Source: an optimization exercise on an open RTL-to-GDS flow (aim: small area and a short achievable clock period). Production flows keep margins and buffers that such runs may drop. RTL that was checked went through simulation tests only; none was proved equivalent to the original. No activity file was given, so power comes from the tool's default toggle rates.

// csr_unit
module csr_unit (
    input  logic                      clk,
    input  logic                      rst,
    input  logic                      new_request,
    input  logic [12-1:0]    csr_addr,
    input  logic [1:0]                csr_op,
    input  logic [32-1:0]      rs1,
    input  logic                      read_regs,
    input  logic                      commit,
    input  logic                      exception_valid,
    input  logic [4-1:0]   exception_code,
    input  logic [32-1:0]      exception_pc,
    input  logic                      mret,
    input  logic                      instruction_complete,
    output logic                      csr_exception,
    output logic [32-1:0]      wb_csr,
    output logic [32-1:0]      trap_pc,
    output logic [32-1:0]      csr_mepc,
    output logic [1:0]                current_privilege
);
Size: about 1700 cells after synthesis, ~290 flip-flops, about 190 I/O pins, about 15000 um2 of cells after synthesis.
Settings: LEC_CHECK=0, CAP_MARGIN=20, CORE_MARGIN=2, CORE_UTILIZATION=40, CTS_BUF_LIST=sky130_fd_sc_hd__clkbuf_8, CTS_CLUSTER_DIAMETER=60, CTS_CLUSTER_SIZE=20, SETUP_SLACK_MARGIN=1.75, SLEW_MARGIN=20, SYNTH_HIERARCHICAL=1; clock period 4.2 ns.
standard.sh (not shown) runs the stock make flow with config.mk's settings and CLKGATE_MAP_FILE= SYNTH_SCRIPT=/design/flow/synth_recipe.tcl, a recipe that flattens the netlist after the stock synthesis.
==> flow/flow/run.sh <==
#!/bin/bash
# Standard layout, with the port buffers inserted as buf_1 (the resizer sizes them up where timing needs it)
set -euo pipefail
export BUFFER_PORTS_ARGS="-buffer_cell sky130_fd_sc_hd__buf_1"
bash standard.sh finish > standard.log 2>&1
Next try:
- CORE_UTILIZATION: 40 -> 60
- CTS_BUF_LIST: sky130_fd_sc_hd__clkbuf_8 -> default
- CTS_CLUSTER_DIAMETER: 60 -> default
- CTS_CLUSTER_SIZE: 20 -> default
Effect:
- The changed run completed with no timing, DRC or antenna violations
- clock skew goes down by 0.031 ns
- total power is higher by about a fifth
- design area went up by a few percent
- routed wire length fell by a few percent
- count of clock-buffer cells in the layout climbs by 16
- critical path depth stays the same
- sequential share of layout area shrinks by 1.0 points
- cell count came out lower by a few percent
- first-iteration DRC count rises by about a fifth
- setup slack gets worse by 0.027 ns
- die area is lower by a quarter to a third
Next try:
- CORE_UTILIZATION: 60 -> 40
What happened: Worst setup slack improves by 0.061 ns; clock-buffer cell count goes down by 2; die area goes up by 49%; utilization goes down by 23 points; clock power goes down by about 4%; register-to-register slack degrades by 0.03 ns; non-clock buffer count goes down by 3; routed wire length goes up by 6.2%.
No run of this note included a check of the RTL's function; only the layout flow was run.

========
Another version of the RTL of csr_unit (not shown whole).
Size: roughly 1600 cells after synthesis, ~290 flip-flops, ~190 I/O pins, ~15000 sq um of cells after synthesis.
Design csr_unit, start of the top module:
module csr_unit (
    input  logic                      clk,
    input  logic                      rst,
    input  logic                      new_request,
    input  logic [12-1:0]    csr_addr,
    input  logic [1:0]                csr_op,
    input  logic [32-1:0]      rs1,
    input  logic                      read_regs,
    input  logic                      commit,
    input  logic                      exception_valid,
    input  logic [4-1:0]   exception_code,
    input  logic [32-1:0]      exception_pc,
    input  logic                      mret,
    input  logic                      instruction_complete,
    output logic                      csr_exception,
    output logic [32-1:0]      wb_csr,
    output logic [32-1:0]      trap_pc,
    output logic [32-1:0]      csr_mepc,
    output logic [1:0]                current_privilege
);
==> flow/config.mk <==
export PLATFORM = sky130hd
export DESIGN_NAME = csr_unit
export DESIGN_NICKNAME = csr_unit
export VERILOG_FILES = /design/flow/design.v
export SDC_FILE = /design/flow/constraint.sdc
export NUM_CORES = 4
export LEC_CHECK = 0
export ABC_CLOCK_PERIOD_IN_PS = 1500
export CAP_MARGIN = 20
export CORE_MARGIN = 2
export CORE_UTILIZATION = 40
export SETUP_SLACK_MARGIN = 1.7
export SLEW_MARGIN = 20
export SYNTH_HIERARCHICAL = 1
==> flow/constraint.sdc <==
create_clock -name core_clock -period 4.2 [get_ports {clk}]
set_input_delay 0.8400 -clock core_clock [delete_from_list [all_inputs] [get_ports {clk}]]
set_output_delay 0.8400 -clock core_clock [all_outputs]
set_load 0.01 [all_outputs]
run.sh (not shown) runs the stock make flow with config.mk's settings and CLKGATE_MAP_FILE= SYNTH_SCRIPT=/design/flow/synth_recipe.tcl, a recipe that flattens the netlist after the stock synthesis.
Stock flow here: none of the scripts above is used.
Then changed:
--- a/flow/config.mk
+++ b/flow/config.mk
@@ -7,3 +7,3 @@
 export LEC_CHECK = 0
-export ABC_CLOCK_PERIOD_IN_PS = 1500
+export ABC_CLOCK_PERIOD_IN_PS = 600
 export CAP_MARGIN = 20
The new run finished clean.
Critical path depth is unchanged.
Total power is unchanged.
Sequential share of layout area stays the same.
Utilization stays the same.
Routed wire length does not change.
Synthesized area stays the same.
Worst hold slack stays the same.
Clock skew does not change.
No functional check of the RTL was part of any run of this note.

========
Another version of the RTL of csr_unit (not shown whole).
Size in the first run: roughly 1300 cells after synthesis, about 190 I/O pins.
==> flow/design.v (excerpt) <==
module csr_unit (
    input  logic                      clk,
    input  logic                      rst,
    input  logic                      new_request,
    input  logic [12-1:0]    csr_addr,
    input  logic [1:0]                csr_op,
    input  logic [32-1:0]      rs1,
    input  logic                      read_regs,
    input  logic                      commit,
    input  logic                      exception_valid,
    input  logic [4-1:0]   exception_code,
    input  logic [32-1:0]      exception_pc,
    input  logic                      mret,
    input  logic                      instruction_complete,
    output logic                      csr_exception,
    output logic [32-1:0]      wb_csr,
    output logic [32-1:0]      trap_pc,
    output logic [32-1:0]      csr_mepc,
    output logic [1:0]                current_privilege
);
Settings: LEC_CHECK=0, CAP_MARGIN=20, CORE_MARGIN=2, CORE_UTILIZATION=40, CTS_BUF_LIST=sky130_fd_sc_hd__clkbuf_8, CTS_CLUSTER_DIAMETER=60, CTS_CLUSTER_SIZE=12, SETUP_SLACK_MARGIN=1.75, SLEW_MARGIN=20, SYNTH_HIERARCHICAL=1; clock period 4.2 ns.
standard.sh (not shown) runs the stock make flow with config.mk's settings and CLKGATE_MAP_FILE= SYNTH_SCRIPT=/design/flow/synth_recipe.tcl, a recipe that flattens the netlist after the stock synthesis.
==> flow/flow/run.sh <==
#!/bin/bash
# Standard layout (standard.sh) with these changes:
# - the port buffers are inserted as buf_1 (later repair sizes them up where needed);
# - before floorplan, every combinational cell off the csr_exception path is set to
#   the smallest drive strength of its function (downsize.tcl); the floorplan,
#   placement and CTS repair steps then size up what timing, slew and capacitance need;
# - after global placement, the input buffers feeding the csr_exception path are
#   set to buf_8 (portbuf.tcl).
# ORFS writes each step's full log under orfs/logs/; make's output goes to standard.log.
set -euo pipefail
here="$(cd "$(dirname "${BASH_SOURCE[0]}")" && pwd)"
export BUFFER_PORTS_ARGS="-buffer_cell sky130_fd_sc_hd__buf_1"
export PRE_FLOORPLAN_TCL="$here/downsize.tcl"
export POST_GLOBAL_PLACE_TCL="$here/portbuf.tcl"
bash standard.sh finish > standard.log 2>&1
Other scripts of this flow, unchanged in this note and not shown: flow/flow/cone.tcl, flow/flow/downsize.tcl, flow/flow/portbuf.tcl
The first run finished with timing, DRC and antenna clean.
Change:
--- a/flow/config.mk
+++ b/flow/config.mk
@@ -12,5 +12,5 @@
 export CTS_CLUSTER_DIAMETER = 60
 export CTS_CLUSTER_SIZE = 12
-export SETUP_SLACK_MARGIN = 1.75
+export SETUP_SLACK_MARGIN = 1.85
 export SLEW_MARGIN = 20
 export SYNTH_HIERARCHICAL = 1
What happened:
- The new run ran to the end with no violations
- cell area went up by 1.2%
- sequential power barely changes
- clock power went up by about 18%

==> port drivers added, routing unchanged <==
No port has a modelled driver above. Below, the same layouts with a new extraction and two added sets of constraints. Step 1 (the two cells are an assumption about what drives the block):
set clk [get_ports {clk}]
set_driving_cell -lib_cell sky130_fd_sc_hd__clkbuf_16 $clk
set_driving_cell -lib_cell sky130_fd_sc_hd__buf_2 [delete_from_list [all_inputs] $clk]
Step 2 also shifts input and output timing later by t, the mid clock arrival at the registers, as if the neighbouring blocks saw the same clock. a / b / c = ideal ports / drivers / drivers and shift; a / b = the first two.
run	t, ns	setup WS [ns]	worst hold slack (ns)	worst setup path after step 2	slew at the worst register clock pin (ns)
the first run of note 1	0.635	1.687 / 1.626 / 1.222	0.433 / 0.419 / 0.486	input to register	0.12 / 0.12
the second run of note 1	0.551	1.660 / 1.601 / 1.253	0.480 / 0.480 / 0.480	input to register	0.06 / 0.06
the third run of note 1	0.605	1.721 / 1.675 / 1.251	0.486 / 0.472 / 0.486	input to register	0.06 / 0.06
the first run of note 2	0.559	1.329 / 1.289 / 1.145	0.450 / 0.450 / 0.450	input to register	0.06 / 0.06
the second run of note 2	0.559	1.329 / 1.289 / 1.145	0.450 / 0.450 / 0.450	input to register	0.06 / 0.06
the first run of note 3	0.637	1.650 / 1.593 / 1.152	0.496 / 0.476 / 0.496	input to register	0.10 / 0.10
the second run of note 3	0.655	1.730 / 1.676 / 1.291	0.463 / 0.452 / 0.463	input to register	0.09 / 0.09
After both steps every run listed still meets setup and hold. For the first run of note 3, which loses most, drivers alone change the setup slack by -0.057 ns; drivers and shift together by -0.498 ns.
